Context: an optimization exercise on an open-source flow, tuned for small area. The choices shown serve that exercise and are no tape-out recipe. Only simulation tests tie the RTL to the original design; equivalence was not proved. Power is estimated from default activity; no workload was simulated.

==> flow/design.v <==
package nodeReturnPkg;
	localparam int DataWidth = 64;
	localparam int TagWidth = 8;
	localparam int SizeWidth = 3;
	typedef struct packed {
		logic [SizeWidth-1:0] size;
		logic [TagWidth-1:0] tag;
		logic [DataWidth-1:0] data;
	} returnWord_t;
	localparam int WordWidth = SizeWidth + TagWidth + DataWidth;
	typedef enum logic [1:0] {
		srcNone = 2'd0,
		srcLocal = 2'd1,
		srcStream = 2'd2,
		srcNet = 2'd3
	} returnSource_e;
endpackage
`timescale 1ns/10ps
module nodeControl #(
	parameter int TickScale = 20
) (
	input logic EXTCLK,
	input logic reset,
	input logic msgrResetReq,
	input logic contextResetReq,
	input logic intReq,
	input logic intAck,
	input logic intEnable,
	input logic coreEmpty,
	input logic msgBreakpoint,
	output logic sysReset,
	output logic tick,
	output logic coreStop,
	output logic msgIntReq
);
	localparam int CountWidth = (TickScale > 1) ? $clog2(TickScale) : 1;
	localparam logic [CountWidth-1:0] LastCount = CountWidth'(TickScale - 1);
	logic [CountWidth-1:0] tickCount;
	logic tickDue;
	logic intIssued;
	logic intLaunch;
	always_ff @(posedge EXTCLK)
	begin
		sysReset <= reset | msgrResetReq | contextResetReq;
	end
	assign tickDue = (tickCount == LastCount);
	always_ff @(posedge EXTCLK)
	begin
		if (sysReset)
		begin
			tickCount <= '0;
			tick <= 1'b0;
		end
		else
		begin
			tickCount <= tickDue ? '0 : tickCount + 1'b1;
			tick <= tickDue;
		end
	end
	assign intLaunch = coreStop & coreEmpty & ~msgBreakpoint & ~intIssued;
	always_ff @(posedge EXTCLK)
	begin
		if (sysReset)
		begin
			coreStop <= 1'b0;
			msgIntReq <= 1'b0;
			intIssued <= 1'b0;
		end
		else
		begin
			coreStop <= (coreStop | intReq) & ~intAck & intEnable;
			msgIntReq <= intLaunch;
			intIssued <= (intIssued | intLaunch) & coreStop;
		end
	end
endmodule
`timescale 1ns/10ps
module returnFifo #(
	parameter int FifoDepth = 16
) (
	input logic EXTCLK,
	input logic sysReset,
	input logic write,
	input logic [nodeReturnPkg::WordWidth-1:0] writeWord,
	input logic read,
	output logic empty,
	output logic [nodeReturnPkg::WordWidth-1:0] readWord
);
	localparam int AddrWidth = (FifoDepth > 1) ? $clog2(FifoDepth) : 1;
	logic [nodeReturnPkg::WordWidth-1:0] storage [FifoDepth];
	logic [AddrWidth:0] wrPtr;
	logic [AddrWidth:0] rdPtr;
	logic full;
	logic wrEn;
	logic rdEn;
	assign empty = (wrPtr == rdPtr);
	assign full = (wrPtr == {~rdPtr[AddrWidth], rdPtr[AddrWidth-1:0]});
	assign wrEn = write & ~full;
	assign rdEn = read & ~empty;
	logic [FifoDepth-1:0] rdHot;
	logic [FifoDepth-1:0] rdSel;
	assign rdSel = rdHot & {FifoDepth{rdEn}};
	always_comb
	begin
		readWord = '0;
		for (int i = 0; i < FifoDepth; i++)
		begin
			readWord = readWord | ({nodeReturnPkg::WordWidth{rdSel[i]}} & storage[i]);
		end
	end
	always_ff @(posedge EXTCLK)
	begin
		if (wrEn)
		begin
			storage[wrPtr[AddrWidth-1:0]] <= writeWord;
		end
	end
	always_ff @(posedge EXTCLK)
	begin
		if (sysReset)
		begin
			wrPtr <= '0;
			rdPtr <= '0;
			rdHot <= FifoDepth'(1);
		end
		else
		begin
			if (wrEn)
			begin
				wrPtr <= wrPtr + 1'b1;
			end
			if (rdEn)
			begin
				rdPtr <= rdPtr + 1'b1;
				rdHot <= {rdHot[FifoDepth-2:0], rdHot[FifoDepth-1]};
			end
		end
	end
endmodule
`timescale 1ns/10ps
module returnArbiter (
	input logic EXTCLK,
	input logic sysReset,
	input logic netValid,
	input logic [nodeReturnPkg::WordWidth-1:0] netHead,
	input logic streamEmpty,
	input logic [nodeReturnPkg::WordWidth-1:0] streamHead,
	output logic streamRead,
	input logic localReady,
	input logic [nodeReturnPkg::WordWidth-1:0] localWord,
	output logic localRead,
	output logic coreReady,
	output logic [nodeReturnPkg::WordWidth-1:0] coreWord
);
	logic anyGrant;
	logic localSel;
	assign streamRead = ~netValid & ~streamEmpty;
	assign localRead = ~netValid & streamEmpty & localReady;
	assign localSel = ~netValid & streamEmpty;
	assign anyGrant = netValid | ~streamEmpty | localReady;
	always_ff @(posedge EXTCLK)
	begin
		if (sysReset)
		begin
			coreReady <= 1'b0;
		end
		else
		begin
			coreReady <= anyGrant;
		end
	end
	always_ff @(posedge EXTCLK)
	begin
		coreWord <= ({nodeReturnPkg::WordWidth{netValid}} & netHead)
			| streamHead
			| ({nodeReturnPkg::WordWidth{localSel}} & localWord);
	end
endmodule
`timescale 1ns/10ps
module nodeReturnPath #(
	parameter int TickScale = 20,
	parameter int FifoDepth = 16
) (
	input logic EXTCLK,
	input logic reset,
	input logic msgrResetReq,
	input logic contextResetReq,
	input logic intReq,
	input logic intAck,
	input logic intEnable,
	input logic coreEmpty,
	input logic msgBreakpoint,
	input logic streamWrite,
	input logic [nodeReturnPkg::WordWidth-1:0] streamWord,
	input logic netWrite,
	input logic [nodeReturnPkg::WordWidth-1:0] netWord,
	input logic localReady,
	input logic [nodeReturnPkg::WordWidth-1:0] localWord,
	output logic localRead,
	output logic coreReady,
	output logic [nodeReturnPkg::WordWidth-1:0] coreWord,
	output logic tick,
	output logic coreStop,
	output logic msgIntReq
);
	logic sysReset;
	logic streamEmpty;
	logic streamRead;
	logic [nodeReturnPkg::WordWidth-1:0] streamHead;
	logic netValid;
	logic [nodeReturnPkg::WordWidth-1:0] netHead;
	nodeControl #(
		.TickScale(TickScale)
	) u_control (
		.EXTCLK(EXTCLK),
		.reset(reset),
		.msgrResetReq(msgrResetReq),
		.contextResetReq(contextResetReq),
		.intReq(intReq),
		.intAck(intAck),
		.intEnable(intEnable),
		.coreEmpty(coreEmpty),
		.msgBreakpoint(msgBreakpoint),
		.sysReset(sysReset),
		.tick(tick),
		.coreStop(coreStop),
		.msgIntReq(msgIntReq)
	);
	returnFifo #(
		.FifoDepth(FifoDepth)
	) u_streamFifo (
		.EXTCLK(EXTCLK),
		.sysReset(sysReset),
		.write(streamWrite),
		.writeWord(streamWord),
		.read(streamRead),
		.empty(streamEmpty),
		.readWord(streamHead)
	);
	always_ff @(posedge EXTCLK)
	begin
		netHead <= netWord;
		if (sysReset)
		begin
			netValid <= 1'b0;
		end
		else
		begin
			netValid <= netWrite;
		end
	end
	returnArbiter u_arbiter (
		.EXTCLK(EXTCLK),
		.sysReset(sysReset),
		.netValid(netValid),
		.netHead(netHead),
		.streamEmpty(streamEmpty),
		.streamHead(streamHead),
		.streamRead(streamRead),
		.localReady(localReady),
		.localWord(localWord),
		.localRead(localRead),
		.coreReady(coreReady),
		.coreWord(coreWord)
	);
endmodule
==> flow/config.mk <==
export PLATFORM = sky130hd
export DESIGN_NAME = nodeReturnPath
export DESIGN_NICKNAME = nodeReturnPath
export VERILOG_FILES = /design/flow/design.v
export SDC_FILE = /design/flow/constraint.sdc
export NUM_CORES = 4
export LEC_CHECK = 0
export CAP_MARGIN = 20
export CORE_MARGIN = 2
export CORE_UTILIZATION = 60
export CTS_BUF_LIST = sky130_fd_sc_hd__clkbuf_4 sky130_fd_sc_hd__clkbuf_8
export PLACE_DENSITY = 0.7
export SLEW_MARGIN = 20
==> flow/constraint.sdc <==
create_clock -name core_clock -period 4.5 [get_ports {EXTCLK}]
set_input_delay 0.9000 -clock core_clock [delete_from_list [all_inputs] [get_ports {EXTCLK}]]
set_output_delay 0.9000 -clock core_clock [all_outputs]
set_load 0.01 [all_outputs]
run.sh (not shown) runs the stock make flow with config.mk's settings and CLKGATE_MAP_FILE= SYNTH_SCRIPT=/design/flow/synth_recipe.tcl, a recipe that flattens the netlist after the stock synthesis.
The starting point produced a clean layout.
Rerun with:
--- a/flow/config.mk
+++ b/flow/config.mk
@@ -10,3 +10,2 @@
-export CORE_UTILIZATION = 60
-export CTS_BUF_LIST = sky130_fd_sc_hd__clkbuf_4 sky130_fd_sc_hd__clkbuf_8
-export PLACE_DENSITY = 0.7
+export CORE_UTILIZATION = 45
+export PLACE_DENSITY = 0.6
What happened: The changed run finished with antenna violations left; sequential power is about the same; worst hold slack hardly moves; synthesized area stays the same; worst setup slack gets better by 0.077 ns.

-- separate check: timing with driven ports --
No port has a modelled driver above. Below, the same layouts with a new extraction and two added sets of constraints. Step 1 sets driving cells, clkbuf_16 on the clock port and buf_2 on the other inputs (assumed; they add their load-dependent delay and slew). Step 2, shift: input delay + t, output delay - t, t = (earliest + latest rising clock arrival at the registers) / 2. This alone moves slack from input paths to output paths. Three values: ideal, step 1, step 2; two values: the first two.
run	t (ns)	setup slack, ns	clock arrival spread, ns	worst slew at a driven data input, ns	cell pins on the clock port's net
the first run	0.915	0.369 / 0.302 / 0.947	0.052 / 0.053	0.13	1
the second run	0.802	0.446 / 0.374 / 0.858	0.023 / 0.024	0.15	1
